This design comes from an exercise in tuning for small area and few clock cycles on the open sky130 flow, not from production work.
The RTL was checked by simulation tests, not by an equivalence proof against the original design.

`flow/design.v`:
```
package hsv_pkg;
    localparam int CHAN_W = 8;
    localparam int STEP_W = 68;    
    typedef struct packed {
        logic        v;     
        logic [7:0]  hi;    
        logic [7:0]  dm;    
        logic [7:0]  rs;    
        logic [7:0]  rh;    
        logic        hp;    
        logic [1:0]  r3;    
        logic [15:0] qs;    
        logic [15:0] qh;    
    } step_t;
endpackage
module hsv_prep (
    input  logic                in_valid,
    input  logic [7:0]          red,
    input  logic [7:0]          green,
    input  logic [7:0]          blue,
    output logic [hsv_pkg::STEP_W-1:0] out_bits
);
    hsv_pkg::step_t out;
    assign out_bits = out;
    logic       ge_rg, ge_gb, ge_br, eq_rg, eq_gb, eq_br, ge_rb;
    logic       sec_r, sec_g;
    logic       down;           
    logic [7:0] hi, mid, lo, xa, xb;
    logic [2:0] k;
    always_comb begin
        ge_rg = (red >= green);
        ge_gb = (green >= blue);
        ge_br = (blue >= red);
        eq_rg = (red == green);
        eq_gb = (green == blue);
        eq_br = (blue == red);
        ge_rb = !ge_br || eq_br;
        sec_r = ge_rg && ge_rb;
        sec_g = !sec_r && ge_gb;
        if (sec_r) begin
            hi = red;
            if (ge_gb) begin mid = green; lo = blue;  down = 1'b0; k = 3'd0; end
            else       begin mid = blue;  lo = green; down = 1'b1; k = 3'd5; end
        end else if (sec_g) begin
            hi = green;
            if (ge_br) begin
                mid = blue; lo = red;
                down = eq_gb;
                k    = eq_gb ? 3'd3 : 3'd2;
            end else begin
                mid = red; lo = blue; down = 1'b1; k = 3'd1;
            end
        end else begin
            hi = blue;
            if (ge_rg) begin mid = red;   lo = green; down = 1'b0; k = 3'd4; end
            else       begin mid = green; lo = red;   down = 1'b1; k = 3'd3; end
        end
        xa = down ? hi  : mid;
        xb = down ? mid : lo;
        out.v  = in_valid;
        out.hi = hi;
        out.dm = hi + ~lo;
        out.rs = out.dm;
        out.qs = '0;
        out.rh = xa - xb;
        out.hp = 1'b0;
        out.r3 = (k >= 3'd3) ? 2'(k - 3'd3) : k[1:0];
        out.qh = {15'd0, (k >= 3'd3)};
    end
endmodule
module hsv_div #(
    parameter int STEP = 0
) (
    input  logic [hsv_pkg::STEP_W-1:0] in_bits,
    output logic [hsv_pkg::STEP_W-1:0] out_bits
);
    hsv_pkg::step_t in, out;
    assign in       = in_bits;
    assign out_bits = out;
    logic       sbit;
    logic [8:0] st, ht;
    logic [9:0] sdf, hdf;
    logic       sfit, hfit;
    logic [2:0] t3;
    logic       hb;
    always_comb begin
        sbit = (STEP < 8) ? 1'b1 : !in.dm[15 - STEP];
        out  = in;
        st   = {in.rs, sbit};
        sdf  = {1'b0, st} - {2'b0, in.hi};
        sfit = !sdf[9];
        out.rs = sfit ? sdf[7:0] : st[7:0];
        out.qs = {in.qs[14:0], sfit};
        if (STEP < 15) begin
            ht   = {in.rh, 1'b0};
            hdf  = {1'b0, ht} + {2'b11, ~in.dm};
            hfit = !hdf[9];
            out.rh = hfit ? hdf[7:0] : ht[7:0];
            out.hp = hfit;
        end
        if (STEP > 0) begin
            t3   = {in.r3, in.hp};
            hb   = (t3 >= 3'd3);
            out.r3 = hb ? 2'(t3 - 3'd3) : t3[1:0];
            out.qh = {in.qh[14:0], hb};
        end
    end
endmodule
module rgb_to_hsv_converter_unit #(
    parameter logic [16:0] REG_AT = 17'b00100100100100101
) (
    input  logic        aclk,
    input  logic        aresetn,
    input  logic        s_tvalid,
    output logic        s_tready,
    input  logic [23:0] s_tdata,    
    output logic        m_tvalid,
    input  logic        m_tready,
    output logic [39:0] m_tdata     
);
    logic [16:0][hsv_pkg::STEP_W-1:0] pos;   
    logic [16:0][hsv_pkg::STEP_W-1:0] src;   
    hsv_pkg::step_t        last;
    logic           en;
    hsv_prep u_prep (
        .in_valid (s_tvalid),
        .red      (s_tdata[7:0]),
        .green    (s_tdata[15:8]),
        .blue     (s_tdata[23:16]),
        .out_bits (pos[0])
    );
    for (genvar p = 0; p <= 16; p++) begin : g_pos
        if (p > 0) begin : g_step
            hsv_div #(.STEP(p - 1)) u_step (.in_bits(src[p-1]), .out_bits(pos[p]));
        end
        if (REG_AT[p]) begin : g_reg
            hsv_pkg::step_t nxt;
            logic           v_reg;
            logic [hsv_pkg::STEP_W-2:0] data_reg;
            assign nxt = pos[p];
            always_ff @(posedge aclk) begin
                if (!aresetn) begin
                    v_reg <= 1'b0;
                end else if (en) begin
                    v_reg <= nxt.v;
                end
            end
            always_ff @(posedge aclk) begin
                if (en) begin
                    data_reg <= nxt[hsv_pkg::STEP_W-2:0];
                end
            end
            assign src[p] = {v_reg, data_reg};
        end else begin : g_wire
            assign src[p] = pos[p];
        end
    end
    logic grey;
    assign last     = src[16];
    assign grey     = (last.dm == 8'hFF);
    assign m_tvalid = last.v;
    assign en       = m_tready || !m_tvalid;
    assign s_tready = en;
    assign m_tdata  = {last.hi,
                       grey ? 16'd0 : last.qs,
                       last.qh};
endmodule
```
`flow/run.sh`:
```
#!/bin/bash
# synth_recipe.tcl (not shown) runs the flow's synth.tcl, then flattens the netlist and writes it again
# the make line also repeats each setting of config.mk as NAME=value (left out here)
make -C /OpenROAD-flow-scripts/flow DESIGN_CONFIG=/design/flow/config.mk WORK_HOME=/design/flow/orfs CLKGATE_MAP_FILE= SYNTH_SCRIPT=/design/flow/synth_recipe.tcl finish
```
`flow/config.mk`:
```
export PLATFORM = sky130hd
export DESIGN_NAME = rgb_to_hsv_converter_unit
export DESIGN_NICKNAME = rgb_to_hsv_converter_unit
export VERILOG_FILES = /design/flow/design.v
export SDC_FILE = /design/flow/constraint.sdc
export NUM_CORES = 4
export LEC_CHECK = 0
export ABC_AREA = 1
export CAP_MARGIN = 20
export CORE_MARGIN = 2
export CORE_UTILIZATION = 40
export SLEW_MARGIN = 20
```
`flow/constraint.sdc`:
```
create_clock -name core_clock -period 5.0 [get_ports {aclk}]
set_input_delay 1.0000 -clock core_clock [delete_from_list [all_inputs] [get_ports {aclk}]]
set_output_delay 1.0000 -clock core_clock [all_outputs]
set_load 0.01 [all_outputs]
```
==> results of run 1 <==
final timing paths:
kind,start,end,cells after the start
setup / recovery,g_pos[5].g_reg.data_reg[43],g_pos[8].g_reg.data_reg[44],33
setup reg to reg,g_pos[5].g_reg.data_reg[43],g_pos[8].g_reg.data_reg[44],33
hold / removal,g_pos[11].g_reg.data_reg[6],g_pos[14].g_reg.data_reg[9],0
hold reg to reg,g_pos[11].g_reg.data_reg[6],g_pos[14].g_reg.data_reg[9],0
stage by stage:
stage / util (%) / worst slack [ns]
2_1_floorplan: - / -0.858
3_3_place_gp: 45.0 / -0.108
3_5_place_dp: 45.0 / -0.175
4_1_cts: 47.3 / 0.0119
5_1_grt: 49.7 / -0.127
6_report: 49.7 / 0.217
final cells by class:
| class | count | area [um2] |
|---|---|---|
| clock inverter | 20 | 251 |
| sequential | 288 | 8590 |
| timing repair buffer | 284 | 2330 |
| multi-input combinational | 1972 | 13700 |
| fill | 5248 | 28500 |
| inverter | 380 | 1450 |
| clock buffer | 42 | 881 |
| tap | 756 | 946 |
cell usage after synthesis (2+ instances only):
cell type,number
nand2_4,9
inv_1,366
mux2_2,3
xor2_2,4
a21o_1,9
clkbuf_1,2
nand3b_1,2
xnor2_1,61
nor2_2,3
a21oi_1,168
o21ai_0,96
buf_2,10
a31oi_1,17
o21ai_1,35
xor2_1,75
or2_2,28
a211oi_1,5
nand3_2,12
nand2_2,41
o2111ai_1,4
or2_1,2
nand2_1,684
dfxtp_1,6
nand3_1,148
o21bai_1,8
a21boi_4,7
o21a_1,4
a21oi_2,11
o21ai_2,21
ha_1,276
fa_1,31
nand4_1,27
edfxtp_1,282
nor2_1,133
inv_2,14
buf_4,33
buf_6,8
o211ai_1,10
o221ai_1,5
and2_1,5
nor3_1,7
cells in the final DEF (no fill, tap or decap), drive strengths merged:
cell type	netlist	final
ha	276	276
inv	380	380
xor2	79	79
o211ai	10	10
nor3	8	8
a211oi	5	5
nand3b	2	2
nand2b	1	1
o2111ai	4	4
edfxtp	282	282
a31oi	17	17
nand3	160	161
clkinv	0	9
nand2	734	737
o31ai	1	1
a21boi	7	12
fa	31	31
nor2	138	138
nor3b	1	1
dfxtp	6	6
o21a	4	4
a31o	1	1
a21oi	180	180
o21bai	8	8
nand4	27	27
or2	31	31
mux2	3	3
clkdlybuf4s50	0	68
bufinv	0	5
and2	5	5
clkbuf	2	43
o221ai	6	6
nor4	1	1
buf	52	215
a21o	9	9
o21ai	153	153
xnor2	61	61
clkinvlp	0	6
cells by family after synthesis:
kind of cell	Yosys count	share of synthesized area (%)
AO/OA/AOI/OAI	405	10.5
XOR/XNOR	140	5.45
adder cells (fa/ha/maj)	307	17.7
buffers and inverters	434	7.99
flip-flops	288	37.3
multiplexers	3	0.147
AND/OR/NAND/NOR	1108	20.9
layer usage:
metal  track usage [%]  vias up  wire length, um
met5                 0        -                0
met4              5.31        0             1420
met3              2.33       96             1550
met2              32.2      306            27400
met1              19.8     8666            22200
li1                  -     9548                -
timing repair:
action	CTS	global route
gates cloned	1	8
buffers inserted	6	47
resized for setup	34	211
pin swaps	6	77
endpoints found under the setup margin	42	73
==> run_results.csv, run 1 <==
group,metric,value,unit
outcome,status,"complete, no violations",
synthesis,ys_seq_area_share,37.3,%
timing,period_minus_slack,4.78,ns
routing,first_pass_iters,7,
synthesis,synth_cell_type_count,54,
synthesis,avgSynthCellArea,8.58,um2
timing,final.setup.tns,0,ns
timing,finalSetupViolCount,0,
worst_setup_path,worstSetupPathType,"reg -> reg",
synthesis,synth-main-ff-cell,"edfxtp_1",
die,die_h,244,um
clocking,cts-root-buf,"clkbuf_16",
die,die_area,0.0595,mm2
place,placed_cell_area,0.0255,mm2
synthesis,ys_seq_elements,288,
synthesis,yosysTopAreaCell,"edfxtp_1",
clocking,cts_max_level,2,
routing,drt_iter0_drc,892,
timing,final.setup_skew,0.0224,ns
timing,max_freq,0.209,GHz
clocking,cts_buffer_depth,3,
die,rows,87,
worst_setup_path,critical_path.most_common_cell,"nand2_1",
worst_setup_path,cpPeakStageDelay,0.40,ns
clocking,holdBufCountCts,0,
global_route,antenna_found_initial,0,
timing,period_share,95.7,%
routing,antenna_left,0,
die,die_w,244,um
die,start_util,40.6,%
layout,nets,3295,
synthesis,async_flop_share,0,%
synthesis,syn-num-nets,3020,
global_route,globalRouteTotalUtil,17.1,%
timing,finalHoldViolCount,0,
clocking,cts_inserted_buffers,34,
die,core-area,0.0567,mm2
layout,diodes,0,
clocking,clk_latency,0.55,ns
worst_setup_path,critPathLaunchType,"register",
synthesis,synth_warnings,18,
worst_setup_path,path_buf_inv,4,
place,placed_cells,3618,
worst_setup_path,required,5.30,ns
timing,worst_slew_pin_slew,0.991,ns
worst_setup_path,reg2reg_slack,0.22,ns
routing,via_count,18600,
clocking,clk_pin_slew,0.06,ns
layout,area_delta_synth_final,22.3,%
synthesis,synth.area.top_cells,"edfxtp_1, ha_1, nand2_1, inv_1, a21oi_1",
layout,fin_cells,3742,
clocking,clkSinkCount,288,
layout,drive_gt1_share,20.6,%
timing,slew_headroom,33.9,%
place,place_congestion,0.897,
synthesis,synthCells,2685,
synthesis,synth_edf_count,282,
worst_setup_path,cp-end-kind,"register",
worst_setup_path,path_max_fanout,8,
worst_setup_path,cp_top_family,"simple AND/OR/NAND/NOR gates",
place,io_buffer_count,69,
worst_setup_path,arrival,5.09,ns
routing,via_per_inst,4.97,
synthesis,netlist.area_leader.share,36.8,%
global_route,grt_max_degree,79,
run,cap_violations,0,
routing,routedWlPerCell,14.0,um
global_route,grt_pass1_wl,85000,um
routing,drc,0,
worst_setup_path,worst_path_max_delay_cell,"fa_2",
clocking,cts_tree,"built",
synthesis,synth_area,0.0230,mm2
timing,hold_ws,0.416,ns
timing,slew_violations,0,
place,dp_hpwl,40200,um
die,pin_count,70,
layout,design_area,0.0282,mm2
hold_path,hp-class,"reg -> reg",
global_route,gr-total-overflow,0,
layout,largest_reg_flops,282,
routing,routed_wl,52500,um
global_route,grt_pass1_vias,18300,
Testbench counts, summed over its fixed seeds: cycles 32,816.
==> inputs of run 2 (changes only) <==
--- a/flow/config.mk
+++ b/flow/config.mk
@@ -11,2 +11,3 @@
 export CORE_UTILIZATION = 40
 export SLEW_MARGIN = 20
+export TNS_END_PERCENT = 5
==> run_results.csv, run 2 <==
group,metric,value,unit
layout,fillers,5248,
synthesis,synth.area.top_cells,"edfxtp_1, ha_1, nand2_1, inv_1, a21oi_1",
die,start_util,40.6,%
die,die_w,244,um
global_route,grt_pass1_vias,18100,
routing,via_per_inst,4.94,
timing,slew_headroom,38.7,%
global_route,grt_max_degree,149,
hold_path,hp-class,"reg -> reg",
synthesis,netlist.area_leader.share,36.8,%
place,dp_slack,-0.347,ns
worst_setup_path,worstSetupEndpoint,"m_tdata[16]",
routing,drc,0,
clocking,clk_pin_slew,0.06,ns
synthesis,synth-main-ff-cell,"edfxtp_1",
clocking,cts_inserted_buffers,35,
timing,worst_slew_pin_slew,0.919,ns
layout,largest_reg_flops,282,
die,core-area,0.0567,mm2
worst_setup_path,cp-end-kind,"output port",
synthesis,synth_warnings,18,
routing,first_pass_iters,5,
routing,via_count,18500,
worst_setup_path,worst-r2r-cell-count,33,
routing,routedWlPerCell,14.0,um
layout,layout_common_cells,"nand2_1, inv_1, edfxtp_1, ha_1, buf_4",
layout,diodes,0,
routing,routed_wl,52700,um
timing,finalSetupViolCount,0,
routing,antenna_left,0,
die,die_h,244,um
synthesis,ys_seq_elements,288,
global_route,grt_pass1_wl,84800,um
synthesis,synth_area,0.0230,mm2
clocking,cts_buffer_depth,3,
clocking,cts-root-buf,"clkbuf_16",
outcome,status,"complete, no violations",
synthesis,avgSynthCellArea,8.58,um2
clocking,cts_tree,"built",
timing,max_freq,0.202,GHz
synthesis,syn-num-nets,3020,
layout,fin_util,49.6,%
die,die_area,0.0595,mm2
layout,area_delta_synth_final,22.2,%
worst_setup_path,timing.rr.start,"g_pos[2].g_reg.data_reg[52]",
place,io_buffer_count,69,
synthesis,synth_common_cells,"nand2_1, inv_1, edfxtp_1",
timing,period_share,98.8,%
layout,drive_gt1_share,21.1,%
timing,slew_violations,0,
worst_setup_path,worstSetupPathType,"reg -> out",
worst_setup_path,path_max_fanout,4,
die,rows,87,
clocking,holdBufCountCts,0,
synthesis,yosysTopAreaCell,"edfxtp_1",
synthesis,synth_cell_type_count,54,
timing,final.setup.tns,0,ns
place,place_congestion,0.915,
worst_setup_path,timing.rr.end,"g_pos[5].g_reg.data_reg[41]",
layout,nets,3305,
synthesis,synthCells,2685,
routing,drt_iter0_drc,848,
synthesis,synth_edf_count,282,
synthesis,async_flop_share,0,%
clocking,clk_latency,0.54,ns
layout,layout_commonest_cell,"nand2_1",
clocking,clkSinkCount,288,
worst_setup_path,required,4.00,ns
run,cap_violations,0,
timing,final.setup_skew,0.0176,ns
place,dp_hpwl,40100,um
die,pin_count,70,
timing,rsz0062_at_grt,"yes",
clocking,cts_max_level,2,
global_route,globalRouteTotalUtil,17.0,%
synthesis,yosysMostFrequentCell,"nand2_1",
worst_setup_path,critPathLaunchType,"register",
global_route,antenna_found_initial,0,
synthesis,ys_seq_area_share,37.3,%
worst_setup_path,reg2reg_slack,0.14,ns
worst_setup_path,critPathLaunch,"g_pos[14].g_reg.data_reg[46]",
timing,period_minus_slack,4.94,ns
worst_setup_path,arrival,3.94,ns
global_route,gr-total-overflow,0,
timing,setup_ws,0.0584,ns
timing,finalHoldViolCount,0,
## run 2: how the worst min path moves through the flow
stage                           startpoint                            to  slack (ns)  depth (start not counted)
4_1_cts        g_pos[11].g_reg.data_reg[9]  g_pos[14].g_reg.data_reg[12]        0.42                          0
2_1_floorplan   g_pos[8].g_reg.data_reg[7]  g_pos[11].g_reg.data_reg[10]        0.40                          0
5_1_grt        g_pos[11].g_reg.data_reg[1]   g_pos[14].g_reg.data_reg[4]        0.42                          0
6_report       g_pos[11].g_reg.data_reg[1]   g_pos[14].g_reg.data_reg[4]        0.41                          0
3_3_place_gp    g_pos[8].g_reg.data_reg[4]   g_pos[11].g_reg.data_reg[7]        0.40                          0
3_5_place_dp    g_pos[8].g_reg.data_reg[5]   g_pos[11].g_reg.data_reg[8]        0.40                          0
## run 2: cells by family (layout without fill, tap and decap cells)
logic type / after synthesis / after routing / synth area share, %
buffers and inverters: 434 / 738 / 7.99
and+or+nand+nor: 1108 / 1111 / 20.9
DFF: 288 / 288 / 37.3
AOI/OAI and AO/OA: 405 / 409 / 10.5
xor gates and xnor gates: 140 / 140 / 5.45
muxes: 3 / 3 / 0.147
adders and majority gates: 307 / 307 / 17.7
## run 2: worst max-delay path, cell delays in order, from the launching register on
cell and delay [ns]:
edfxtp_1 0.43, ha_4 0.31, nand2_1 0.09, nor3_2 0.18
a21oi_2 0.10, o21ai_2 0.18, nand2_2 0.11, nand2_4 0.10
mux2_2 0.34, ha_1 0.31, a21oi_1 0.14, nor2_1 0.06
nor2_1 0.09, nand3_1 0.10, nand3_1 0.09, nand3b_1 0.11
a21oi_2 0.16, nand2_1 0.07, o21ai_1 0.13, inv_1 0.05
dlygate4sd2_1 0.27
## run 2: final cells by class
cell class | count | area, um2 | share of cell area (%)
clock buffers | 39 | 901 | 3.20
clock inverters | 24 | 204 | 0.724
inverters | 380 | 1450 | 5.13
multi-input cells | 1970 | 13600 | 48.4
flip-flops and latches | 288 | 8590 | 30.5
well taps | 756 | 946 | 3.36
repair buffers | 295 | 2460 | 8.72
## run 2: timing repair
item | CTS | global route
setup buffers | 6 | 57
pin swaps | 3 | 58
cloned | 1 | 6
hold endpoints to repair | 0 | 0
setup endpoints to repair | 45 | 80
gates resized for setup | 26 | 209
## run 2: metrics by stage
step | std cells | instance area (um2) | hold slack [ns]
finish | 3752 | 28200 | 0.414
CTS | 3689 | 26800 | 0.418
floorplan | 2685 | 23000 | 0.400
detailed placement | 3619 | 25500 | 0.405
global placement | 3619 | 25500 | 0.400
global route | 3752 | 28200 | 0.418
## run 2: per-layer routing
| layer | wire, um | GRT usage, % | up-vias |
|---|---|---|---|
| met3 | 1450 | 1.92 | 102 |
| met5 | 0 | 0 | - |
| met2 | 27500 | 32.0 | 280 |
| met1 | 22100 | 19.8 | 8584 |
| li1 | - | - | 9574 |
| met4 | 1620 | 6.04 | 0 |
==> inputs of run 3 (changes only) <==
--- a/flow/config.mk
+++ b/flow/config.mk
@@ -7,7 +7,6 @@
 export LEC_CHECK = 0
 export ABC_AREA = 1
-export CAP_MARGIN = 20
+export CAP_MARGIN = 5
 export CORE_MARGIN = 2
 export CORE_UTILIZATION = 40
-export SLEW_MARGIN = 20
-export TNS_END_PERCENT = 5
+export SLEW_MARGIN = 5
==> run_results.csv, run 3 <==
group,metric,value,unit
hold_path,hp-class,"reg -> reg",
place,place_congestion,0.897,
hold_path,holdPathStages,0,
synthesis,syn-num-nets,3020,
timing,final.setup_skew,0.0224,ns
worst_setup_path,timing.rr.start,"g_pos[5].g_reg.data_reg[43]",
worst_setup_path,arrival,5.09,ns
routing,routed_wl,52500,um
synthesis,ys_seq_elements,288,
worst_setup_path,worst-r2r-cell-count,33,
routing,drt_iter0_drc,892,
clocking,cts-root-buf,"clkbuf_16",
global_route,grt_pass1_wl,85000,um
routing,first_pass_iters,7,
synthesis,synth_area,0.0230,mm2
timing,slew_headroom,33.9,%
hold_path,hold_start,"g_pos[11].g_reg.data_reg[6]",
die,pin_count,70,
layout,layout_commonest_cell,"nand2_1",
layout,drive_gt1_share,20.6,%
worst_setup_path,timing.rr.end,"g_pos[8].g_reg.data_reg[44]",
layout,nets,3295,
synthesis,synthCells,2685,
global_route,globalRouteTotalUtil,17.1,%
clocking,clk_latency,0.55,ns
global_route,gr-total-overflow,0,
clocking,clkSinkCount,288,
die,die_w,244,um
synthesis,synth.area.top_cells,"edfxtp_1, ha_1, nand2_1, inv_1, a21oi_1",
worst_setup_path,critical_path.most_common_cell,"nand2_1",
routing,antenna_left,0,
routing,via_count,18600,
timing,period_share,95.7,%
timing,period_minus_slack,4.78,ns
clocking,cts_tree,"built",
die,die_area,0.0595,mm2
layout,area_delta_synth_final,22.3,%
global_route,antenna_found_initial,0,
synthesis,synth_cell_type_count,54,
timing,slew_violations,0,
timing,final.setup.tns,0,ns
global_route,grt_max_degree,79,
die,rows,87,
die,start_util,40.6,%
synthesis,yosysTopAreaCell,"edfxtp_1",
synthesis,synth-main-ff-cell,"edfxtp_1",
worst_setup_path,worstSetupPathType,"reg -> reg",
timing,finalSetupViolCount,0,
run,cap_violations,0,
clocking,cts_max_level,2,
routing,routedWlPerCell,14.0,um
synthesis,avgSynthCellArea,8.58,um2
worst_setup_path,path_buf_inv,4,
hold_path,holdPathEnd,"g_pos[14].g_reg.data_reg[9]",
die,core-area,0.0567,mm2
timing,finalHoldViolCount,0,
place,io_buffer_count,69,
worst_setup_path,critPathLaunchType,"register",
worst_setup_path,cp_top_family,"simple AND/OR/NAND/NOR gates",
routing,drc,0,
synthesis,yosysMostFrequentCell,"nand2_1",
clocking,cts_buffer_depth,3,
die,die_h,244,um
synthesis,ys_seq_area_share,37.3,%
place,placed_cells,3618,
layout,layout_common_cells,"nand2_1, inv_1, edfxtp_1, ha_1, buf_4",
place,placed_cell_area,0.0255,mm2
worst_setup_path,required,5.30,ns
layout,design_area,0.0282,mm2
outcome,status,"complete, no violations",
worst_setup_path,cp-end-kind,"register",
timing,worst_slew_pin_slew,0.991,ns
worst_setup_path,worst_path_max_delay_cell,"fa_2",
global_route,grt_pass1_vias,18300,
timing,max_freq,0.209,GHz
routing,via_per_inst,4.97,
worst_setup_path,cpPeakStageDelay,0.40,ns
layout,largest_reg_flops,282,
clocking,cts_inserted_buffers,34,
timing,hold_ws,0.416,ns
layout,diodes,0,
synthesis,synth_common_cells,"nand2_1, inv_1, edfxtp_1",
place,dp_hpwl,40200,um
synthesis,netlist.area_leader.share,36.8,%
worst_setup_path,reg2reg_slack,0.22,ns
clocking,clk_pin_slew,0.06,ns
layout,fin_cells,3742,
synthesis,synth_edf_count,282,
worst_setup_path,path_max_fanout,8,
synthesis,synth_warnings,18,
synthesis,async_flop_share,0,%
## run 3: cell counts after synthesis
No cell type changed its count.
## run 3: cell type report
cell class                 instances  area (um2)
sequential                       288        8590
multi-input combinational       1972       13700
clock inverter                    20         251
inverter                         380        1450
fill                            5248       28500
tap                              756         946
timing repair buffer             284        2330
clock buffer                      42         881
## run 3: worst max path at each step
stage / from / endpoint / depth (start not counted)
after floorplan: m_tready / g_pos[0].g_reg.data_reg[0] / 2
after global placement: g_pos[2].g_reg.data_reg[52] / g_pos[5].g_reg.data_reg[39] / 32
final: g_pos[5].g_reg.data_reg[43] / g_pos[8].g_reg.data_reg[44] / 33
after detailed placement: g_pos[2].g_reg.data_reg[43] / g_pos[5].g_reg.data_reg[47] / 33
after global routing: g_pos[5].g_reg.data_reg[35] / g_pos[8].g_reg.data_reg[37] / 31
after CTS: g_pos[2].g_reg.data_reg[57] / g_pos[5].g_reg.data_reg[41] / 33
## run 3: per-stage QoR
step / utilization, % / setup WS, ns
floorplan: - / -0.858
global placement: 45.0 / -0.108
detailed placement: 45.0 / -0.175
CTS: 47.3 / 0.0119
global route: 49.7 / -0.127
finish: 49.7 / 0.217
## run 3: what timing repair did
item / 4_1_cts / 5_1_grt
buffers inserted: 6 / 47
setup endpoints to repair: 42 / 73
hold buffers: 0 / 0
cloned: 1 / 8
resized for setup: 34 / 211
pin swaps: 6 / 77
## run 3: kinds of logic (layout without fill, tap and decap cells)
logic type,Yosys count,after routing,synth area share (%)
and+or+nand+nor,1108,1112,20.9
DFF,288,288,37.3
adders and majority gates,307,307,17.7
xor gates and xnor gates,140,140,5.45
buffers and inverters,434,726,7.99
AOI/OAI and AO/OA,405,410,10.5
muxes,3,3,0.147
## run 3: routing by layer
metal  vias to the layer above  part of all wire [%]  track usage [%]  wire [um]
met3                        96                   2.9             2.33       1550
met1                      8666                    42             19.8      22200
met4                         0                   2.7             5.31       1420
li1                       9548                     -                -          -
met5                         -                     0                0          0
met2                       306                    52             32.2      27400
==> inputs of run 4 (changes only) <==
--- a/flow/config.mk
+++ b/flow/config.mk
@@ -7,6 +7,8 @@
 export LEC_CHECK = 0
 export ABC_AREA = 1
-export CAP_MARGIN = 5
+export CAP_MARGIN = 20
 export CORE_MARGIN = 2
-export CORE_UTILIZATION = 40
-export SLEW_MARGIN = 5
+export CORE_UTILIZATION = 50
+export CTS_BUF_LIST = sky130_fd_sc_hd__clkbuf_8
+export CTS_CLUSTER_SIZE = 30
+export SLEW_MARGIN = 20
==> run_results.csv, run 4 <==
group,metric,value,unit
timing,final.setup_skew,0.0348,ns
global_route,gr-usage-met1,26.6,%
clocking,cts_inserted_buffers,51,
run,cap_violations,0,
global_route,grt_pass1_vias,18200,
layout,layout_common_cells,"nand2_1, inv_1, edfxtp_1, ha_1, buf_4",
timing,finalSetupViolCount,0,
synthesis,syn-num-nets,3020,
routing,routed_wl,53100,um
synthesis,yosysMostFrequentCell,"nand2_1",
timing,max_freq,0.207,GHz
synthesis,synth-main-ff-cell,"edfxtp_1",
global_route,grt_pass1_wl,84900,um
synthesis,synth-simple-area-share,20.9,%
clocking,clk_latency,0.63,ns
hold_path,hp-class,"reg -> reg",
worst_setup_path,worstSetupPathType,"reg -> reg",
synthesis,ys_seq_elements,288,
synthesis,synth_compound_area_share,10.5,%
global_route,gr-usage-met3,3.16,%
worst_setup_path,required,5.37,ns
timing,finalHoldViolCount,0,
clocking,cts_buffer_depth,3,
synthesis,synthMuxAreaShare,0.147,%
synthesis,async_flop_share,0,%
worst_setup_path,critPathLaunchType,"register",
routing,via_count,18700,
synthesis,avgSynthCellArea,8.58,um2
global_route,globalRouteTotalUtil,21.7,%
layout,diodes,0,
layout,nets,3324,
routing,drt_iter0_drc,874,
clocking,cts-root-buf,"clkbuf_8",
clocking,clk_pin_slew,0.06,ns
die,die_area,0.0478,mm2
synthesis,synth_warnings,18,
synthesis,synthCells,2685,
synthesis,yosysTopAreaCell,"edfxtp_1",
clocking,cts_tree,"built",
die,core-area,0.0454,mm2
die,die_w,219,um
worst_setup_path,critical_path.most_common_cell,"nand2_2",
timing,period_share,96.4,%
global_route,use_met2,38.9,%
synthesis,ys_seq_area_share,37.3,%
routing,first_pass_iters,5,
die,start_util,50.8,%
layout,largest_reg_flops,282,
global_route,gr-total-overflow,0,
clocking,cts_max_level,2,
synthesis,synth_cell_type_count,54,
timing,period_minus_slack,4.82,ns
die,die_h,219,um
synthesis,synth_area,0.0230,mm2
global_route,busiest_layer,"met2",
timing,slew_headroom,46.0,%
synthesis,netlist.area_leader.share,36.8,%
die,rows,78,
worst_setup_path,arrival,5.19,ns
synthesis,synth_edf_count,282,
global_route,grt_max_degree,64,
worst_setup_path,worst_path_max_delay_cell,"edfxtp_1",
layout,drive_gt1_share,22.6,%
routing,routedWlPerCell,14.6,um
layout,area_delta_synth_final,22.3,%
synthesis,synthAdderAreaFrac,17.7,%
timing,slew_violations,0,
clocking,clkSinkCount,288,
worst_setup_path,cp-end-kind,"register",
synthesis,synthXorXnorAreaFrac,5.45,%
outcome,status,"complete, no violations",
place,place_congestion,0.880,
routing,drc,0,
routing,antenna_left,0,
place,dp_hpwl,40600,um
synthesis,synth_common_cells,"nand2_1, inv_1, edfxtp_1",
timing,worst_slew_pin_slew,0.809,ns
worst_setup_path,cpPeakStageDelay,0.50,ns
timing,hold_ws,0.406,ns
synthesis,synth.area.top_cells,"edfxtp_1, ha_1, nand2_1, inv_1, a21oi_1",
global_route,antenna_found_initial,0,
worst_setup_path,path_max_fanout,7,
layout,layout_commonest_cell,"nand2_1",
place,io_buffer_count,69,
die,pin_count,70,
routing,via_per_inst,5.16,
synthesis,synth_top_family_by_area,"simple AND/OR/NAND/NOR gates",
## run 4: kinds of logic (layout without fill, tap and decap cells)
group,count (synthesis),after routing
AND/OR/NAND/NOR,1108,1113
AO/OA/AOI/OAI,405,411
flip-flops,288,288
adder cells (fa/ha/maj),307,307
multiplexers,3,3
buffers and inverters,434,768
XOR/XNOR,140,140
## run 4: path summary, 6_finish.rpt
check / cells past startpoint / slack (ns) / start / to
setup / recovery: 31 / 0.18 / g_pos[8].g_reg.data_reg[39] / g_pos[11].g_reg.data_reg[42]
hold / removal: 0 / 0.41 / g_pos[5].g_reg.data_reg[0] / g_pos[8].g_reg.data_reg[3]
setup reg to reg: 31 / 0.18 / g_pos[8].g_reg.data_reg[39] / g_pos[11].g_reg.data_reg[42]
hold reg to reg: 0 / 0.41 / g_pos[5].g_reg.data_reg[0] / g_pos[8].g_reg.data_reg[3]
## run 4: critical path, delay by kind of cell, from the launching register on
family | cells | cell delay (ns)
AO/OA/AOI/OAI | 7 | 0.92
buffers and inverters | 5 | 0.39
AND/OR/NAND/NOR | 14 | 1.27
flip-flops | 1 | 0.50
adder cells (fa/ha/maj) | 5 | 1.47
## run 4: timing repair
action                                  4_1_cts  5_1_grt
hold endpoints to repair                      0        0
gates resized for setup                      25      272
hold buffers                                  0        0
pin swaps                                     2       94
buffers inserted                              3       57
gates cloned                                  2       10
endpoints found under the setup margin       43       73
## run 4: metrics by stage
step	area (um2)	setup TNS, ns	instances	utilization, %	worst slack [ns]
finish	28200	0	3630	62.1	0.180
global route	28200	-2.48	3630	62.1	-0.152
CTS	26500	-0.00401	3563	58.3	-0.00401
floorplan	23000	-243.81	2685	-	-0.858
global placement	25300	-0.450	3464	55.8	-0.0564
detailed placement	25300	-3.52	3464	55.8	-0.180
## run 4: layer usage
| metal | part of all wire, % | vias to the layer above |
|---|---|---|
| li1 | - | 9614 |
| met1 | 44 | 8677 |
| met2 | 50 | 320 |
| met3 | 3.3 | 115 |
| met4 | 3.3 | 0 |
| met5 | 0 | - |
## run 4: cell type report
type	count	area [um2]
inverters	380	1450
well taps	600	751
clock buffers	52	716
fillers	3893	17200
repair buffers	294	2430
flip-flops and latches	288	8590
clock inverters	42	317
multi-input cells	1974	13900
==> inputs of run 5 (changes only) <==
==> flow/flow/run.sh (new file) <==
#!/bin/bash
set -euo pipefail
export SYNTH_OPERATIONS_ARGS="-nofsm"
bash standard.sh finish > standard.log 2>&1
==> flow/standard.sh (new file) <==
#!/bin/bash
# synth_recipe.tcl (not shown) runs the flow's synth.tcl, then flattens the netlist and writes it again
# the make line also repeats each setting of config.mk as NAME=value (left out here)
make -C /OpenROAD-flow-scripts/flow DESIGN_CONFIG=/design/flow/config.mk WORK_HOME=/design/flow/orfs CLKGATE_MAP_FILE= SYNTH_SCRIPT=/design/flow/synth_recipe.tcl "${@:-finish}"
--- a/flow/config.mk
+++ b/flow/config.mk
@@ -9,6 +9,4 @@
 export CAP_MARGIN = 20
 export CORE_MARGIN = 2
-export CORE_UTILIZATION = 50
-export CTS_BUF_LIST = sky130_fd_sc_hd__clkbuf_8
-export CTS_CLUSTER_SIZE = 30
+export CORE_UTILIZATION = 40
 export SLEW_MARGIN = 20
removed: flow/run.sh
==> run_results.csv, run 5 <==
group,metric,value,unit
outcome,status,"complete, no violations",
synthesis,netlist.area_leader.share,38.6,%
die,start_util,40.6,%
layout,fillers,4894,
timing,finalSetupViolCount,0,
timing,worst_slew_pin_slew,0.883,ns
synthesis,synth_compound_area_share,8.85,%
global_route,gr-total-overflow,0,
global_route,antenna_found_initial,0,
die,die_h,238,um
die,rows,85,
worst_setup_path,worst_path_max_delay_cell,"edfxtp_1",
timing,final.setup_skew,0.0108,ns
synthesis,synth-main-ff-cell,"edfxtp_1",
synthesis,yosysMostFrequentCell,"nand2_1",
routing,routedWlPerCell,13.8,um
synthesis,synth_common_cells,"nand2_1, inv_1, edfxtp_1",
timing,period_minus_slack,4.74,ns
synthesis,synth.area.top_cells,"edfxtp_1, ha_1, nand2_1, fa_1, inv_1",
worst_setup_path,worstSetupPathType,"reg -> reg",
clocking,clk_pin_slew,0.06,ns
layout,largest_reg_flops,282,
global_route,grt_pass1_wl,79500,um
global_route,globalRouteTotalUtil,17.1,%
synthesis,synthAdderAreaFrac,23.1,%
layout,fin_util,50.8,%
synthesis,syn-num-nets,2719,
layout,layout_common_cells,"nand2_1, inv_1, buf_4, edfxtp_1, ha_1",
layout,fin_cells,3450,
synthesis,synthMuxAreaShare,0.0513,%
timing,rsz0062_at_grt,"yes",
clocking,cts-root-buf,"clkbuf_16",
layout,nets,3103,
place,io_buffer_count,69,
timing,slew_headroom,41.1,%
clocking,cts_max_level,2,
worst_setup_path,cpPeakStageDelay,0.42,ns
synthesis,synth-simple-area-share,16.6,%
synthesis,async_flop_share,0,%
synthesis,synthXorXnorAreaFrac,3.95,%
place,placed_cells,3352,
worst_setup_path,arrival,5.03,ns
timing,finalHoldViolCount,0,
clocking,cts_tree,"built",
synthesis,synth_cell_type_count,54,
routing,drt_iter0_drc,672,
timing,slew_violations,0,
routing,via_per_inst,4.81,
die,pin_count,70,
clocking,clkSinkCount,288,
place,dp_hpwl,37600,um
timing,hold_ws,0.408,ns
synthesis,synth_warnings,18,
synthesis,ys_seq_area_share,39.1,%
layout,area_delta_synth_final,25.1,%
routing,first_pass_iters,5,
global_route,grt_pass1_vias,17000,
layout,multi_input_area,0.0122,mm2
clocking,cts_inserted_buffers,34,
routing,drc,0,
hold_path,hp-class,"reg -> reg",
routing,routed_wl,47700,um
run,cap_violations,0,
timing,period_share,94.9,%
layout,diodes,0,
clocking,cts_buffer_depth,3,
timing,max_freq,0.211,GHz
synthesis,synth_top_family_by_area,"adder cells",
global_route,grt_max_degree,100,
synthesis,synth_edf_count,282,
place,place_congestion,0.862,
synthesis,avgSynthCellArea,9.36,um2
worst_setup_path,critical_path.most_common_cell,"nand2_2",
layout,drive_gt1_share,22.0,%
clocking,clk_latency,0.54,ns
synthesis,yosysTopAreaCell,"edfxtp_1",
routing,via_count,16600,
synthesis,synthCells,2346,
synthesis,synth_area,0.0220,mm2
worst_setup_path,reg2reg_slack,0.26,ns
layout,layout_commonest_cell,"nand2_1",
layout,ff_latch_area,0.00859,mm2
synthesis,ys_seq_elements,288,
die,core-area,0.0540,mm2
worst_setup_path,cp-end-kind,"register",
die,die_w,238,um
worst_setup_path,required,5.29,ns
worst_setup_path,critPathLaunchType,"register",
routing,antenna_left,0,
die,die_area,0.0568,mm2
worst_setup_path,path_max_fanout,7,
run 5: changes by cell type in the layout (fill, tap and decap cells not counted), moves of 30 or more:
cell	change
nand2_1	-119
buf_4	+108
fa_1	+65
a21oi_1	-55
clkbuf_8	-52
clkbuf_16	+34
ha_4	-34
inv_2	-30
run 5: per-stage QoR:
stage                     cell area, um2  setup WS [ns]  TNS, ns
final                              27500          0.257        0
after detailed placement           25400         -0.342    -1.79
after global placement             25400         -0.206   -0.485
after global routing               27500        -0.0941   -0.864
after floorplan                    22000         -0.858  -243.81
after CTS                          26600        -0.0159  -0.0159
run 5: cell families after synthesis:
kind of cell    Yosys count
buf+inv                 432
mux                       1
compound gates          318
fa+ha+maj               345
simple gates            863
flops                   288
xor+xnor                 99
run 5: final cells by class:
class	count	area share [%]
multi-input cells	1632	44.4
clock inverters	21	0.961
well taps	696	3.17
inverters	372	5.13
repair buffers	402	11.8
clock buffers	39	3.24
flip-flops and latches	288	31.3
run 5: path summary, 6_finish.rpt:
| check | from | end | depth (start not counted) |
|---|---|---|---|
| setup / recovery | g_pos[2].g_reg.data_reg[35] | g_pos[5].g_reg.data_reg[36] | 29 |
| hold / removal | g_pos[8].g_reg.data_reg[16] | g_pos[11].g_reg.data_reg[19] | 0 |
| setup reg to reg | g_pos[2].g_reg.data_reg[35] | g_pos[5].g_reg.data_reg[36] | 29 |
| hold reg to reg | g_pos[8].g_reg.data_reg[16] | g_pos[11].g_reg.data_reg[19] | 0 |
run 5: worst max-delay path: cells and delay by family, from the launching register on:
family,cells,cell delay (ns)
fa+ha+maj,5,1.35
simple gates,14,1.28
compound gates,8,1.25
flops,1,0.42
buf+inv,2,0.16
run 5: what timing repair did:
item                       4_1_cts  5_1_grt
setup buffers                    4       28
resized for setup               16      159
setup endpoints to repair       19       76
pin swaps                        3       43
gates cloned                     1        5
hold buffers                     0        0
run 5: layer usage:
metal	global-route usage, %	up-vias	part of all wire [%]
met5	0	-	0
met4	6.67	0	3.5
li1	-	8509	-
met1	19.2	7741	41
met3	2.11	100	3.0
met2	32.6	238	53
==> inputs of run 6 (changes only) <==
==> flow/flow/run.sh (replaced) <==
#!/bin/bash
set -euo pipefail
export SYNTH_OPERATIONS_ARGS="-nofsm"
export BUFFER_PORTS_ARGS="-buffer_cell sky130_fd_sc_hd__buf_2"
bash standard.sh finish > standard.log 2>&1
--- a/flow/config.mk
+++ b/flow/config.mk
@@ -10,3 +10,4 @@
 export CORE_MARGIN = 2
 export CORE_UTILIZATION = 40
+export CTS_BUF_LIST = sky130_fd_sc_hd__clkbuf_4 sky130_fd_sc_hd__clkbuf_8
 export SLEW_MARGIN = 20
==> run_results.csv, run 6 <==
group,metric,value,unit
outcome,status,"complete, no violations",
worst_setup_path,path_max_fanout,6,
worst_setup_path,reg2reg_slack,0.20,ns
synthesis,synth.area.top_cells,"edfxtp_1, ha_1, nand2_1, fa_1, inv_1",
timing,worst_slew_pin_slew,0.923,ns
synthesis,synth_common_cells,"nand2_1, inv_1, edfxtp_1",
timing,slew_headroom,38.4,%
timing,finalSetupViolCount,0,
worst_setup_path,path_buf_inv,6,
timing,period_minus_slack,4.80,ns
die,rows,85,
place,io_buffer_count,69,
synthesis,ys_seq_elements,288,
worst_setup_path,critical_path.most_common_cell,"nand2_2",
worst_setup_path,cp_top_family,"simple AND/OR/NAND/NOR gates",
layout,layout_commonest_cell,"nand2_1",
clocking,cts_tree,"built",
synthesis,synth-main-ff-cell,"edfxtp_1",
layout,multi_input_area,0.0126,mm2
die,die_w,238,um
timing,max_freq,0.208,GHz
routing,drc,0,
timing,slew_violations,0,
synthesis,synthCells,2346,
layout,fin_util,49.8,%
routing,met2_length,25300,um
place,dp_hpwl,36100,um
routing,routedWlPerCell,14.0,um
synthesis,avgSynthCellArea,9.36,um2
worst_setup_path,worst_path_max_delay_cell,"fa_2",
worst_setup_path,cpPeakStageDelay,0.41,ns
layout,layout_common_cells,"nand2_1, inv_1, edfxtp_1, buf_4, ha_1",
clocking,cts_buffer_depth,3,
timing,finalHoldViolCount,0,
die,die_h,238,um
global_route,globalRouteTotalUtil,16.6,%
routing,drt_iter0_drc,621,
global_route,grt_max_degree,162,
clocking,cts_max_level,2,
clocking,cts-root-buf,"clkbuf_8",
clocking,cts_inserted_buffers,50,
routing,via_per_inst,4.84,
routing,first_pass_iters,4,
die,pin_count,70,
layout,fillers,4963,
layout,largest_reg_flops,282,
synthesis,netlist.area_leader.share,38.6,%
routing,via_count,16500,
die,core-area,0.0540,mm2
synthesis,synth_cell_type_count,54,
layout,drive_gt1_share,25.8,%
synthesis,synth_warnings,18,
layout,nets,3047,
worst_setup_path,critPathLaunchType,"register",
routing,m1WireLength,19400,um
global_route,gr-total-overflow,0,
routing,top_layer_used,"met4",
global_route,antenna_found_initial,1,
routing,route.met3.wl,1450,um
layout,fin_cells,3409,
die,start_util,40.6,%
synthesis,synth_edf_count,282,
synthesis,syn-num-nets,2719,
synthesis,yosysTopAreaCell,"edfxtp_1",
synthesis,yosysMostFrequentCell,"nand2_1",
layout,area_delta_synth_final,22.5,%
routing,antenna_left,0,
layout,ff_latch_area,0.00859,mm2
die,die_area,0.0568,mm2
timing,setup_ws,0.198,ns
clocking,clkSinkCount,288,
global_route,grt_pass1_wl,77700,um
timing,period_share,96.0,%
place,place_congestion,0.888,
place,placed_cells,3244,
worst_setup_path,cp-end-kind,"register",
global_route,grt_pass1_vias,16700,
clocking,clk_pin_slew,0.06,ns
worst_setup_path,arrival,5.17,ns
hold_path,hp-class,"reg -> reg",
clocking,clk_latency,0.62,ns
synthesis,synth_area,0.0220,mm2
run,cap_violations,0,
synthesis,ys_seq_area_share,39.1,%
synthesis,async_flop_share,0,%
worst_setup_path,required,5.37,ns
place,dp_slack,-0.450,ns
routing,routed_wl,47700,um
worst_setup_path,worstSetupPathType,"reg -> reg",
timing,final.setup_skew,0.0302,ns
[run 6: what timing repair did]
action                                  in CTS  in global routing
buffers inserted                             6                 60
hold buffers                                 0                  0
gates cloned                                 3                  5
pin swaps                                    7                 74
endpoints found under the setup margin      53                 73
resized for setup                           32                241
[run 6: area by class of cell]
type | count | area share (%)
multi-input cells | 1633 | 46.7
flip-flops and latches | 288 | 31.9
repair buffers | 329 | 8.80
inverters | 372 | 5.25
clock buffers | 75 | 3.49
well taps | 696 | 3.24
clock inverters | 15 | 0.586
diodes | 1 | 0.00930
[run 6: through the flow]
step	area (um2)	TNS, ns	hold WS [ns]
floorplan	22000	-243.81	0.400
global placement	24300	-4.08	0.401
detailed placement	24300	-7.28	0.405
CTS	25500	0	0.414
global route	26900	-1.87	0.423
finish	26900	0	0.411
[run 6: final timing paths]
check / from / to / cells after the start
worst max-delay path: g_pos[5].g_reg.data_reg[43] / g_pos[8].g_reg.data_reg[44] / 35
worst min-delay path: g_pos[11].g_reg.data_reg[1] / g_pos[14].g_reg.data_reg[4] / 0
worst max register to register: g_pos[5].g_reg.data_reg[43] / g_pos[8].g_reg.data_reg[44] / 35
worst min register to register: g_pos[11].g_reg.data_reg[1] / g_pos[14].g_reg.data_reg[4] / 0
[run 6: worst reg2reg max path: cells and delay by family, from the launching register on]
| family | cells | cell delay (ns) |
|---|---|---|
| simple gates | 20 | 1.80 |
| fa+ha+maj | 6 | 1.66 |
| flops | 1 | 0.38 |
| buf+inv | 6 | 0.36 |
| compound gates | 3 | 0.36 |
[run 6: cell families after synthesis]
family,count (synthesis),synth area share [%]
flip-flops,288,39.1
multiplexers,1,0.0513
buffers and inverters,432,8.32
XOR/XNOR,99,3.95
AO/OA/AOI/OAI,318,8.85
AND/OR/NAND/NOR,863,16.6
adder cells (fa/ha/maj),345,23.1
[run 6: layer usage]
metal	up-vias	track usage [%]
li1	8407	-
met3	106	2.56
met1	7753	18.6
met2	247	31.8
met5	-	0
met4	0	5.76
==> inputs of run 7 (changes only) <==
--- a/flow/config.mk
+++ b/flow/config.mk
@@ -10,4 +10,3 @@
 export CORE_MARGIN = 2
 export CORE_UTILIZATION = 40
-export CTS_BUF_LIST = sky130_fd_sc_hd__clkbuf_4 sky130_fd_sc_hd__clkbuf_8
 export SLEW_MARGIN = 20
==> run_results.csv, run 7 <==
group,metric,value,unit
outcome,status,"complete, no violations",
routing,via_per_inst,4.86,
timing,slew_violations,0,
global_route,grt_max_degree,162,
worst_setup_path,critPathLaunchType,"register",
synthesis,synth_edf_count,282,
layout,fillers,4968,
run,cap_violations,0,
clocking,cts_tree,"built",
timing,max_freq,0.209,GHz
routing,routed_wl,47300,um
worst_setup_path,path_buf_inv,6,
synthesis,syn-num-nets,2719,
timing,period_minus_slack,4.78,ns
timing,slew_headroom,28.7,%
clocking,clk_latency,0.57,ns
layout,layout_commonest_cell,"nand2_1",
global_route,grt_pass1_wl,77500,um
timing,worst_slew_pin_slew,1.07,ns
worst_setup_path,worst_path_max_delay_cell,"fa_2",
routing,drc,0,
global_route,globalRouteTotalUtil,16.4,%
timing,final.setup.tns,0,ns
worst_setup_path,required,5.32,ns
layout,ff_latch_area,0.00859,mm2
layout,drive_gt1_share,24.2,%
synthesis,synth_cell_type_count,54,
timing,period_share,95.6,%
worst_setup_path,cp_top_family,"simple AND/OR/NAND/NOR gates",
synthesis,async_flop_share,0,%
synthesis,synthCells,2346,
routing,routedWlPerCell,14.0,um
die,die_area,0.0568,mm2
global_route,gr-total-overflow,0,
layout,multi_input_area,0.0125,mm2
synthesis,synth_area,0.0220,mm2
place,dp_hpwl,36100,um
timing,final.setup_skew,0.00884,ns
worst_setup_path,path_max_fanout,6,
clocking,cts_inserted_buffers,31,
clocking,cts_buffer_depth,3,
synthesis,yosysTopAreaCell,"edfxtp_1",
die,rows,85,
die,die_h,238,um
place,io_buffer_count,69,
clocking,clkSinkCount,288,
synthesis,synth_common_cells,"nand2_1, inv_1, edfxtp_1",
routing,drt_iter0_drc,557,
layout,nets,3030,
synthesis,ys_seq_elements,288,
synthesis,synth.area.top_cells,"edfxtp_1, ha_1, nand2_1, fa_1, inv_1",
place,place_congestion,0.888,
routing,first_pass_iters,5,
routing,via_count,16400,
die,core-area,0.0540,mm2
worst_setup_path,critical_path.most_common_cell,"nand2_2",
die,die_w,238,um
routing,antenna_left,0,
clocking,cts-root-buf,"clkbuf_16",
worst_setup_path,cpPeakStageDelay,0.40,ns
timing,hold_ws,0.418,ns
synthesis,yosysMostFrequentCell,"nand2_1",
synthesis,ys_seq_area_share,39.1,%
die,pin_count,70,
timing,finalSetupViolCount,0,
synthesis,avgSynthCellArea,9.36,um2
synthesis,synth_warnings,18,
layout,diodes,0,
worst_setup_path,worstSetupPathType,"reg -> reg",
worst_setup_path,cp-end-kind,"register",
hold_path,hp-class,"reg -> reg",
synthesis,netlist.area_leader.share,38.6,%
clocking,cts_max_level,1,
timing,finalHoldViolCount,0,
layout,largest_reg_flops,282,
layout,layout_common_cells,"nand2_1, inv_1, edfxtp_1, buf_4, ha_1",
clocking,clk_pin_slew,0.06,ns
synthesis,synth-main-ff-cell,"edfxtp_1",
worst_setup_path,arrival,5.10,ns
global_route,antenna_found_initial,0,
global_route,grt_pass1_vias,16600,
clocking,holdBufCountCts,0,
layout,area_delta_synth_final,21.8,%
die,start_util,40.6,%
## run 7: final timing paths
kind	from	to	slack (ns)	cells past startpoint
max	g_pos[5].g_reg.data_reg[43]	g_pos[8].g_reg.data_reg[44]	0.22	35
min	g_pos[5].g_reg.data_reg[0]	g_pos[8].g_reg.data_reg[3]	0.42	0
max reg2reg	g_pos[5].g_reg.data_reg[43]	g_pos[8].g_reg.data_reg[44]	0.22	35
min reg2reg	g_pos[5].g_reg.data_reg[0]	g_pos[8].g_reg.data_reg[3]	0.42	0
## run 7: metrics by stage
stage | utilization [%] | instances | setup WS [ns] | cell area, um2
2_1_floorplan | - | 2346 | -0.858 | 22000
3_3_place_gp | 44.9 | 3244 | -0.337 | 24300
3_5_place_dp | 44.9 | 3244 | -0.450 | 24300
4_1_cts | 47.1 | 3308 | 0.00498 | 25400
5_1_grt | 49.5 | 3377 | -0.0836 | 26700
6_report | 49.5 | 3377 | 0.221 | 26700
## run 7: what timing repair did
| action | CTS | global route |
|---|---|---|
| resized for setup | 31 | 220 |
| cloned | 3 | 6 |
| buffers inserted | 4 | 63 |
| endpoints found under the setup margin | 61 | 73 |
| pin swaps | 7 | 75 |
## run 7: cell families (layout without fill, tap and decap cells)
kind of cell	count (synthesis)	after routing	share of synthesized area (%)
compound gates	318	318	8.85
xor+xnor	99	99	3.95
fa+ha+maj	345	345	23.1
buf+inv	432	759	8.32
flops	288	288	39.1
mux	1	1	0.0513
simple gates	863	871	16.6
## run 7: final cells by class
cell class                 count  share of cell area [%]
clock buffer                  34                    2.94
inverter                     372                    5.28
tap                          696                    3.26
multi-input combinational   1634                    46.7
clock inverter                23                   0.800
sequential                   288                    32.1
timing repair buffer         330                    8.85
## run 7: metal layers
metal | vias up | routed length (um) | track usage (%) | part of all wire [%]
li1 | 8377 | - | - | -
met5 | - | 0 | 0 | 0
met2 | 238 | 25200 | 31.8 | 53
met3 | 86 | 1270 | 1.55 | 2.7
met4 | 0 | 1490 | 5.36 | 3.2
met1 | 7703 | 19300 | 18.8 | 41
==> inputs of run 8 (changes only) <==
==> flow/flow/run.sh (replaced) <==
#!/bin/bash
set -euo pipefail
export SYNTH_OPERATIONS_ARGS="-nofsm"
export BUFFER_PORTS_ARGS="-buffer_cell sky130_fd_sc_hd__buf_2"
bash standard.sh ABC_DRIVER_CELL=sky130_fd_sc_hd__buf_4 finish > standard.log 2>&1
==> run_results.csv, run 8 <==
group,metric,value,unit
synthesis,synth_warnings,18,
worst_setup_path,cp_top_family,"compound AO/OA/AOI/OAI gates",
place,place_congestion,0.926,
die,start_util,40.6,%
worst_setup_path,path_max_fanout,7,
routing,routed_wl,46400,um
routing,routedWlPerCell,13.9,um
clocking,holdBufCountCts,0,
timing,rsz0062_at_grt,"yes",
routing,via_per_inst,4.86,
place,dp_slack,-0.273,ns
run,cap_violations,0,
worst_setup_path,cp-end-kind,"register",
timing,slew_violations,0,
worst_setup_path,critPathLaunchType,"register",
worst_setup_path,timing.rr.end,"g_pos[14].g_reg.data_reg[45]",
worst_setup_path,arrival,5.17,ns
worst_setup_path,worst-r2r-cell-count,25,
layout,multi_input_area,0.0122,mm2
layout,largest_reg_flops,282,
clocking,clk_pin_slew,0.06,ns
timing,setup_ws,0.188,ns
worst_setup_path,worstSetupPathType,"reg -> reg",
worst_setup_path,worstSetupEndpoint,"g_pos[14].g_reg.data_reg[45]",
timing,hold_ws,0.411,ns
die,die_area,0.0567,mm2
worst_setup_path,critPathLaunch,"g_pos[11].g_reg.data_reg[55]",
layout,diodes,0,
clocking,cts-root-buf,"clkbuf_16",
synthesis,ys_seq_elements,288,
timing,max_freq,0.208,GHz
routing,drt_iter0_drc,791,
global_route,grt_pass1_wl,75400,um
synthesis,syn-num-nets,2719,
timing,period_minus_slack,4.81,ns
synthesis,yosysTopAreaCell,"edfxtp_1",
timing,slew_headroom,44.0,%
timing,finalSetupViolCount,0,
synthesis,synth_edf_count,282,
layout,nets,2999,
global_route,grt_max_degree,157,
routing,via_count,16300,
clocking,cts_buffer_depth,3,
routing,first_pass_iters,7,
place,io_buffer_count,69,
worst_setup_path,critical_path.most_common_cell,"a21oi_2",
synthesis,ys_seq_area_share,39.2,%
synthesis,synth.area.top_cells,"edfxtp_1, ha_1, nand2_1, fa_1, inv_1",
worst_setup_path,worst_path_max_delay_cell,"fa_1",
die,pin_count,70,
hold_path,hp-class,"reg -> reg",
die,rows,85,
synthesis,avgSynthCellArea,9.35,um2
synthesis,yosysMostFrequentCell,"nand2_1",
die,core-area,0.0540,mm2
layout,layout_common_cells,"nand2_1, inv_1, edfxtp_1, ha_1, buf_4",
global_route,grt_pass1_vias,16200,
synthesis,synth_cell_type_count,54,
layout,area_delta_synth_final,20.4,%
synthesis,synth_area,0.0219,mm2
place,dp_hpwl,35300,um
global_route,globalRouteTotalUtil,16.0,%
synthesis,async_flop_share,0,%
worst_setup_path,reg2reg_slack,0.19,ns
layout,fillers,4911,
routing,drc,0,
synthesis,synthCells,2346,
worst_setup_path,required,5.36,ns
worst_setup_path,path_depth,25,
global_route,antenna_found_initial,0,
die,die_h,238,um
layout,layout_commonest_cell,"nand2_1",
outcome,status,"complete, no violations",
routing,antenna_left,0,
timing,period_share,96.2,%
timing,final.setup_skew,0.0228,ns
clocking,clkSinkCount,288,
timing,worst_slew_pin_slew,0.840,ns
clocking,cts_inserted_buffers,34,
worst_setup_path,path_buf_inv,3,
worst_setup_path,cpPeakStageDelay,0.45,ns
layout,design_area,0.0264,mm2
worst_setup_path,timing.rr.start,"g_pos[11].g_reg.data_reg[55]",
synthesis,synth-main-ff-cell,"edfxtp_1",
synthesis,synth_common_cells,"nand2_1, inv_1, edfxtp_1",
layout,fin_util,48.9,%
clocking,cts_max_level,2,
clocking,cts_tree,"built",
timing,finalHoldViolCount,0,
place,placed_cell_area,0.0240,mm2
synthesis,netlist.area_leader.share,38.6,%
die,die_w,238,um
layout,ff_latch_area,0.00859,mm2
layout,drive_gt1_share,22.1,%
clocking,clk_latency,0.52,ns
global_route,gr-total-overflow,0,
run 8: how the worst min path moves through the flow:
stage	slack [ns]	end	depth (start not counted)	start
after global placement	0.40	g_pos[8].g_reg.data_reg[23]	0	g_pos[5].g_reg.data_reg[20]
after CTS	0.41	g_pos[14].g_reg.data_reg[27]	0	g_pos[11].g_reg.data_reg[24]
after global routing	0.42	g_pos[14].g_reg.data_reg[26]	0	g_pos[11].g_reg.data_reg[23]
final	0.41	g_pos[14].g_reg.data_reg[27]	0	g_pos[11].g_reg.data_reg[24]
after floorplan	0.40	g_pos[11].g_reg.data_reg[10]	0	g_pos[8].g_reg.data_reg[7]
after detailed placement	0.40	g_pos[11].g_reg.data_reg[20]	0	g_pos[8].g_reg.data_reg[17]
run 8: cell families (layout without fill, tap and decap cells):
group | count (synthesis) | count (layout) | synth area share (%)
mux | 1 | 1 | 0.0513
buf+inv | 432 | 731 | 8.30
simple gates | 863 | 869 | 16.6
xor+xnor | 99 | 99 | 3.95
flops | 288 | 288 | 39.2
compound gates | 318 | 318 | 8.74
fa+ha+maj | 345 | 345 | 23.2
run 8: final cells by class:
cell class | count | share of cell area [%]
Clock buffer | 42 | 3.49
Clock inverter | 19 | 0.886
Inverter | 372 | 5.33
Multi-Input combinational cell | 1632 | 46.4
Sequential cell | 288 | 32.5
Tap cell | 696 | 3.30
Timing Repair Buffer | 298 | 8.08
run 8: worst register-to-register path: stages, from the launching register on:
cell and delay (ns):
edfxtp_1 0.39, ha_2 0.19, inv_2 0.04, fa_2 0.34, nand3_2 0.09, nand3_4 0.09, a31oi_4 0.21, fa_1 0.45
a21oi_2 0.22, ha_4 0.24, a21oi_2 0.11, o21ai_1 0.07, a21oi_1 0.14, nand2_2 0.16, buf_6 0.18, o21ai_4 0.15
ha_1 0.24, nand2_1 0.09, nor2_2 0.04, a211oi_2 0.23, o21a_1 0.18, o21bai_1 0.09, a21oi_2 0.28, nand2_2 0.16
buf_4 0.18, o21ai_2 0.10
run 8: repair_timing:
item	4_1_cts	5_1_grt
gates cloned	2	4
resized for setup	22	167
endpoints found under the setup margin	42	73
pin swaps	6	68
setup buffers	5	60
run 8: metal layers:
layer  wire (um)  GRT usage (%)
met4        1330           5.45
met3        1230           1.89
met1       18900           18.3
met2       24900           30.6
met5           0              0
run 8: per-stage QoR:
| stage | setup TNS [ns] | cells |
|---|---|---|
| 2_1_floorplan | -243.81 | 2346 |
| 3_3_place_gp | -1.84 | 3216 |
| 3_5_place_dp | -5.23 | 3216 |
| 4_1_cts | 0 | 3284 |
| 5_1_grt | -4.36 | 3347 |
| 6_report | 0 | 3347 |
==> inputs of run 9 (changes only) <==
==> flow/flow/run.sh (replaced) <==
#!/bin/bash
set -euo pipefail
export SYNTH_OPERATIONS_ARGS="-nofsm"
export BUFFER_PORTS_ARGS="-buffer_cell sky130_fd_sc_hd__buf_2"
export SKIP_INCREMENTAL_REPAIR=1
bash standard.sh ABC_DRIVER_CELL=sky130_fd_sc_hd__buf_4 finish > standard.log 2>&1
==> run_results.csv, run 9 <==
group,metric,value,unit
outcome,status,"failed layout checks",
outcome,check.faults,"negative setup slack",
global_route,antenna_found_initial,0,
clocking,cts_buffer_depth,3,
synthesis,synth-main-ff-cell,"edfxtp_1",
hold_path,hp-class,"reg -> reg",
synthesis,synthXorXnorAreaFrac,3.95,%
layout,area_delta_synth_final,15.4,%
synthesis,yosysTopAreaCell,"edfxtp_1",
timing,slew_violations,0,
worst_setup_path,critical_path.most_common_cell,"nand2_1",
synthesis,synth_compound_area_share,8.74,%
synthesis,synthCells,2346,
timing,period_minus_slack,5.01,ns
place,placed_cell_area,0.0240,mm2
layout,nets,2936,
die,pin_count,70,
worst_setup_path,critPathLaunchType,"register",
synthesis,synthMuxAreaShare,0.0513,%
routing,via_count,15900,
routing,via_per_inst,4.83,
global_route,grt_max_degree,157,
die,start_util,40.6,%
layout,drive_gt1_share,15.3,%
synthesis,synth_area,0.0219,mm2
synthesis,netlist.area_leader.share,38.6,%
synthesis,ys_seq_area_share,39.2,%
synthesis,synth_edf_count,282,
layout,layout_commonest_cell,"nand2_1",
layout,layout_common_cells,"nand2_1, inv_1, edfxtp_1, ha_1, buf_4",
synthesis,syn-num-nets,2719,
synthesis,async_flop_share,0,%
worst_setup_path,worst_path_max_delay_cell,"fa_1",
timing,worst_slew_pin_slew,0.850,ns
timing,slew_headroom,43.3,%
die,die_h,238,um
layout,design_area,0.0253,mm2
routing,drt_iter0_drc,696,
global_route,gr-usage-met1,18.3,%
synthesis,synth_warnings,18,
global_route,busiest_layer,"met2",
synthesis,yosysMostFrequentCell,"nand2_1",
place,io_buffer_count,69,
synthesis,ys_seq_elements,288,
routing,drc,0,
clocking,clk_pin_slew,0.06,ns
synthesis,synth-simple-area-share,16.6,%
clocking,cts_tree,"built",
routing,antenna_left,0,
timing,finalSetupViolCount,2,
worst_setup_path,path_max_fanout,10,
global_route,globalRouteTotalUtil,16.0,%
worst_setup_path,required,5.26,ns
die,core-area,0.0540,mm2
global_route,use_met2,30.6,%
global_route,gr-total-overflow,0,
timing,finalHoldViolCount,0,
timing,final.setup_skew,0.0226,ns
place,place_congestion,0.926,
run,cap_violations,0,
clocking,holdBufCountCts,0,
synthesis,synth_top_family_by_area,"adder cells",
synthesis,synth_cell_type_count,54,
die,die_w,238,um
timing,final.setup.tns,-0.0147,ns
layout,diodes,0,
worst_setup_path,worstSetupPathType,"reg -> reg",
timing,setup_ws,-0.0123,ns
-- run 9: cell count changes in the layout (fill, tap and decap cells not counted), moves of 17 or more --
cell,before,now
nand2_2,41,17
a21oi_1,82,99
fa_1,79,100
fa_2,23,2
buf_4,218,166
nand2_1,532,560
-- run 9: cell type report --
cell class / count / area [um2]
Clock buffer: 42 / 922
Clock inverter: 19 / 234
Fill cell: 5019 / 28700
Inverter: 372 / 1400
Multi-Input combinational cell: 1628 / 11600
Sequential cell: 288 / 8590
Tap cell: 696 / 871
Timing Repair Buffer: 239 / 1660
-- run 9: routing by layer --
layer / share of wire [%] / vias to the layer above
met2: 53 / 266
met1: 41 / 7351
met4: 2.9 / 0
li1: - / 8167
met3: 3.1 / 89
met5: 0 / -
-- run 9: worst paths after layout --
| kind | from | endpoint | slack [ns] | cells after the start |
|---|---|---|---|---|
| worst max-delay path | g_pos[11].g_reg.data_reg[52] | g_pos[14].g_reg.data_reg[36] | -0.01 | 28 |
| worst min-delay path | g_pos[11].g_reg.data_reg[24] | g_pos[14].g_reg.data_reg[27] | 0.41 | 0 |
| worst max register to register | g_pos[11].g_reg.data_reg[52] | g_pos[14].g_reg.data_reg[36] | -0.01 | 28 |
| worst min register to register | g_pos[11].g_reg.data_reg[24] | g_pos[14].g_reg.data_reg[27] | 0.41 | 0 |
-- run 9: cells by family (layout without fill, tap and decap cells) --
| logic type | Yosys count | after routing |
|---|---|---|
| AND/OR/NAND/NOR | 863 | 865 |
| flip-flops | 288 | 288 |
| adder cells (fa/ha/maj) | 345 | 345 |
| multiplexers | 1 | 1 |
| XOR/XNOR | 99 | 99 |
| buffers and inverters | 432 | 672 |
| AO/OA/AOI/OAI | 318 | 318 |
-- run 9: stage by stage --
step                cells  hold slack (ns)
finish               3284            0.413
global placement     3216            0.401
CTS                  3284            0.412
detailed placement   3216            0.405
global route         3284            0.419
floorplan            2346            0.400
-- run 9: critical path, delay by kind of cell, from the launching register on --
kind	cells	cell delay (ns)
compound gates	7	1.06
fa+ha+maj	5	1.43
buf+inv	3	0.33
flops	1	0.42
simple gates	13	1.49

==> separate check: timing with driven ports <==
No port has a modelled driver above. Below, the same layouts with a new extraction and two added sets of constraints.
Step 1 assumes that a clkbuf_16 drives the clock port and a buf_2 every other input.
Step 2 adds t to the input delays and takes it off the output delays; t is the mean of the earliest and latest rising clock arrival at the registers after step 1. Input paths then give back, and output paths get back, about the clock's delay inside the block.
Slacks: ideal / step 1 / step 2; pairs: ideal / step 1.
run	t, ns	setup WS [ns]	worst setup path after step 2	latest minus earliest clock arrival (ns)
run 1	0.601	0.217 / 0.217 / 0.101	input to register	0.024 / 0.023
run 2	0.587	0.058 / 0.004 / 0.083	input to register	0.019 / 0.019
run 3	0.601	0.217 / 0.217 / 0.101	input to register	0.024 / 0.023
run 4	0.655	0.180 / 0.180 / 0.080	input to register	0.035 / 0.035
run 5	0.589	0.257 / 0.257 / -0.234	input to register	0.015 / 0.015
run 6	0.663	0.198 / 0.198 / -0.047	input to register	0.035 / 0.035
run 7	0.625	0.221 / 0.221 / -0.055	input to register	0.011 / 0.011
run 8	0.562	0.188 / 0.188 / 0.101	input to register	0.033 / 0.033
run 9	0.562	-0.012 / -0.012 / -0.012	register to register	0.032 / 0.031
Met with ideal ports but missed after step 2: setup timing in run 5, run 6 and run 7. For run 5, which loses most, drivers alone change the setup slack by 0.000 ns; drivers and shift together by -0.491 ns.
